From an optimization exercise on the open Yosys and OpenROAD flow, aimed at small area and few clock cycles per item; shortcuts taken in it are not production practice. The RTL was checked by simulation tests, not by an equivalence proof against the original design. No activity file was given, so power comes from the tool's default toggle rates.

==> inputs of onyx <==
Design expression_tokenizer_unit, start of the top module:
module expression_tokenizer_unit #(
    parameter int MAX_FRAC_DIGITS = etok_pkg::MAX_FRAC_DIGITS_DEF,
    parameter int INT_BITS        = etok_pkg::INT_BITS_DEF
) (
    input  logic                      clk,
    input  logic                      rst_n,
    input  logic                      s_axis_tvalid,
    output logic                      s_axis_tready,
    input  logic [etok_pkg::CH_W-1:0] s_axis_tdata,    
    input  logic                      s_axis_tlast,    
    output logic                      m_axis_tvalid,
    input  logic                      m_axis_tready,
    output logic [39:0]               m_axis_tdata,    
    output logic [etok_pkg::KIND_W-1:0] m_axis_tuser,  
    output logic                      m_axis_tlast     
);
    logic             act_reg;       
    logic             frac_reg;      
    logic [3:0]       fcnt_reg;      
    logic [15:0]      ipart_reg;     
    logic             sat_reg;       
    logic [ACC_W-1:0] acc_reg;       
    logic [3:1]       cut_c_reg;     
    logic             hold_v_reg;
    logic             hold_end_reg;
    logic [7:0]       hold_ch_reg;
    logic [7:0] ch;
    logic [3:0] digit;
    logic       is_end, is_skip, is_digit, is_point, emit_tok, accept;
    assign ch       = s_axis_tdata;
    assign digit    = ch[3:0];
    assign is_end   = s_axis_tlast || (ch == 8'h00);
    assign is_skip  = (ch[7:5] == 3'b000) || (ch == 8'h20) || (ch == 8'h7F);
    assign is_digit = (ch[7:4] == 4'h3) && !(ch[3] && (ch[2] || ch[1]));
    assign is_point = (ch == 8'h2E) && act_reg && !frac_reg;
    assign emit_tok = is_end || !(is_skip || is_digit || is_point);
    assign s_axis_tready = !emit_tok || (m_axis_tready && !(hold_v_reg && act_reg));
    assign accept        = s_axis_tvalid && s_axis_tready;
    logic [ACC_W-1:0] weight, weight3, part_lo, part_hi;
    always_comb
    begin
        weight  = '0;
        weight3 = '0;
        if (fcnt_reg == 4'd0) begin weight = weight | 43'h6666666667; weight3 = weight3 | 43'h13333333335; end
        if (fcnt_reg == 4'd1) begin weight = weight | 43'ha3d70a3d7; weight3 = weight3 | 43'h1eb851eb85; end
        if (fcnt_reg == 4'd2) begin weight = weight | 43'h10624dd30; weight3 = weight3 | 43'h3126e9790; end
  ...
==> flow/config.mk <==
export PLATFORM = sky130hd
export DESIGN_NAME = expression_tokenizer_unit
export DESIGN_NICKNAME = expression_tokenizer_unit
export VERILOG_FILES = /design/flow/design.v
export SDC_FILE = /design/flow/constraint.sdc
export NUM_CORES = 4
export LEC_CHECK = 0
export ABC_AREA = 1
export CAP_MARGIN = 20
export CORE_MARGIN = 2
export CORE_UTILIZATION = 65
export GPL_TIMING_DRIVEN = 0
export SLEW_MARGIN = 20
==> flow/constraint.sdc <==
create_clock -name core_clock -period 10.0 [get_ports {clk}]
set_input_delay 2.0000 -clock core_clock [delete_from_list [all_inputs] [get_ports {clk}]]
set_output_delay 2.0000 -clock core_clock [all_outputs]
set_load 0.01 [all_outputs]
standard.sh (not shown) runs the stock make flow with config.mk's settings and CLKGATE_MAP_FILE= SYNTH_SCRIPT=/design/flow/synth_recipe.tcl, a recipe that flattens the netlist after the stock synthesis.
==> flow/flow/run.sh <==
#!/bin/bash
# Own layout flow: the standard flow (standard synthesis, then ORFS
# floorplan to finish) with these changes:
# - after the standard synthesis, the combinational gates between its
#   registers and adder cells are mapped again by ABC for area (reabc.abc);
#   registers, adder cells and all names of registers are kept, and a Yosys
#   equivalence proof against the standard netlist must pass, else the
#   standard netlist is used;
# - before floorplan, every combinational cell goes to the smallest drive
#   strength of its family (downsize.tcl); timing repair sizes up what the
#   period needs;
# - the port buffers that global placement inserts use the smallest buffer
#   cell instead of a delay buffer;
# - clock tree synthesis uses one buffer type in larger sink clusters,
#   without dummy loads.
# Each tool's output goes to a log file of its own in this folder.
set -euo pipefail
F="$PWD/flow"
R="$PWD/orfs/results/$FLOW_PLATFORM/expression_tokenizer_unit/base"
LIB="$FLOW_HOME/platforms/$FLOW_PLATFORM/lib/sky130_fd_sc_hd__tt_025C_1v80.lib"
YOSYS="$(command -v yosys || echo "$FLOW_HOME/../tools/install/yosys/bin/yosys")"

bash standard.sh synth > synth.log 2>&1

# Map the combinational logic again, keeping registers and adder cells.
reabc() {
  cp "$R/1_2_yosys.v" std_netlist.v || return 1
  local cells
  cells=$(grep -ohE 'sky130_fd_sc_hd__\w+' std_netlist.v | sort -u \
          | grep -vE '__(dfxtp_1|edfxtp_1|dfrtp_1|fa_1|ha_1|conb_1)$' | tr '\n' ' ')
  python3 "$F/libmodels.py" "$LIB" $cells > comb_models.v || return 1
  local du="-dont_use *lpflow* -dont_use *probe* -dont_use *clkdly* -dont_use *dlygate*"
  du="$du -dont_use *dlymetal* -dont_use *clkbuf* -dont_use *clkinv*"
  "$YOSYS" -p "read_verilog -lib $F/stubs.v; read_verilog comb_models.v; read_verilog std_netlist.v;
    hierarchy -top $FLOW_TOP; flatten; delete t:\$scopeinfo; techmap; opt -fast;
    abc -liberty $LIB $du -script $F/reabc.abc; opt_clean -purge;
    write_verilog -noattr -nohex -nodec reabc_netlist.v" > reabc.log 2>&1 || return 1
  # models of every cell either netlist uses, for the proof
  cells=$(grep -ohE 'sky130_fd_sc_hd__\w+' std_netlist.v reabc_netlist.v | sort -u \
          | grep -vE '__(dfxtp_1|edfxtp_1|dfrtp_1|fa_1|ha_1|conb_1)$' | tr '\n' ' ')
  python3 "$F/libmodels.py" "$LIB" $cells > all_models.v || return 1
  cat "$F/seqmodels.v" >> all_models.v || return 1
  "$YOSYS" -p "read_verilog all_models.v; read_verilog std_netlist.v; rename $FLOW_TOP gold;
    read_verilog reabc_netlist.v; rename $FLOW_TOP gate; proc; flatten; async2sync; opt_clean;
    equiv_make gold gate equiv; hierarchy -top equiv; equiv_simple -seq 2; equiv_induct;
    equiv_status -assert" > equiv.log 2>&1 || return 1
  # same registers, same names
  diff <(grep -oE 'sky130_fd_sc_hd__(dfxtp|edfxtp|dfrtp)_1 +\S+' std_netlist.v | sort) \
       <(grep -oE 'sky130_fd_sc_hd__(dfxtp|edfxtp|dfrtp)_1 +\S+' reabc_netlist.v | sort) > regs.diff || return 1
  grep -q 'Equivalence successfully proven' equiv.log || return 1
}
if reabc; then
  echo "reabc: using the remapped netlist" > reabc.status
  cp reabc_netlist.v "$R/1_2_yosys.v"
  rm -f "$R/1_synth.odb" "$R/1_synth.sdc"
else
  echo "reabc: failed, using the standard netlist" > reabc.status
fi

export PRE_FLOORPLAN_TCL="$F/downsize.tcl"
export BUFFER_PORTS_ARGS="-buffer_cell sky130_fd_sc_hd__buf_1"
export CTS_ARGS="-sink_clustering_enable -repair_clock_nets -buf_list sky130_fd_sc_hd__clkbuf_8 -sink_clustering_size 16 -dont_use_dummy_load"
bash standard.sh > standard.log 2>&1
Other scripts of this flow, unchanged in this note and not shown: flow/flow/downsize.tcl, flow/flow/libmodels.py, flow/flow/reabc.abc, flow/flow/seqmodels.v, flow/flow/stubs.v
==> inputs of ember, as changes to onyx <==
--- a/flow/flow/run.sh
+++ b/flow/flow/run.sh
@@ -61,3 +61,3 @@
 export BUFFER_PORTS_ARGS="-buffer_cell sky130_fd_sc_hd__buf_1"
-export CTS_ARGS="-sink_clustering_enable -repair_clock_nets -buf_list sky130_fd_sc_hd__clkbuf_8 -sink_clustering_size 16 -dont_use_dummy_load"
+export CTS_ARGS="-sink_clustering_enable -repair_clock_nets -buf_list sky130_fd_sc_hd__clkbuf_16 -sink_clustering_size 40 -sink_clustering_max_diameter 200 -dont_use_dummy_load"
 bash standard.sh > standard.log 2>&1
==> summary.txt <==
| quantity | ember | onyx |
|---|---|---|
| Status | no timing/DRC/antenna violations | no timing/DRC/antenna violations |
| Number of global-route vias before repair | 6,306 | 6,249 |
| Routed length on met3 | 1360 um | 1300 um |
| P_sw | 0.153 mW | 0.142 mW |
| Layout Utilization | 74.0% | 72.9% |
| Synth-to-layout area growth | 10.2% | 8.65% |
| Actual transition at the worst max-transition pin | 941 ps | 1040 ps |
| Switch share | 23.3% | 25.0% |
| CTS Root Buffer Type | clkbuf_16 | clkbuf_8 |
| Slack of the worst reg-to-reg path | 1910 ps | 1950 ps |
| Highest clock frequency the design can meet | 104 MHz | 105 MHz |
| CTS clock-pin slew for the worst setup and hold paths | 60 ps | 80 ps |
| Met2 Track Usage GR | 60.0% | 59.0% |
| Highest ir drop seen on vdd | 0.0000713 V | 0.0000496 V |
| Count of buffer and inverter cells on the critical path | 6 | 5 |
| Pre-antenna DRT Iters | 6 | 5 |
| Clk network pwr share | 42.7% | 33.8% |
| Share of layout cells above drive strength 1 | 2.84% | 2.73% |
| Filler-free cell count of the finished design | 981 | 980 |
| Multi-input logic portion of the cell area | 62.8% | 63.7% |
Testbench counts of onyx, summed over its fixed seeds: cycles 31,132, tokens 10,951.
Testbench counts of ember, summed over its fixed seeds: cycles 31,132, tokens 10,951.

-- static timing again, ports no longer ideal --
No port has a modelled driver above. Below, the same layouts with a new extraction and two added sets of constraints.
Step 1: set_driving_cell puts a clkbuf_16 on clk and a buf_2 on each other input, an assumption about the parent block.
Step 2 also shifts input and output timing later by t, the mid clock arrival at the registers, as if the neighbouring blocks saw the same clock.
Slacks: no drivers / after step 1 / after step 2; pairs: no drivers / after step 1.
| run | t, ns | setup slack, ns | hold WS [ns] | pins driven straight from the clock port |
|---|---|---|---|---|
| onyx | 0.404 | 0.444 / 0.458 / 0.054 | 0.479 / 0.479 / 0.479 | 1 |
| ember | 0.377 | 0.411 / 0.427 / 0.051 | 0.478 / 0.478 / 0.478 | 1 |
After both steps every run listed still meets setup and hold. For onyx, which loses most, drivers alone change the setup slack by +0.014 ns; drivers and shift together by -0.390 ns.
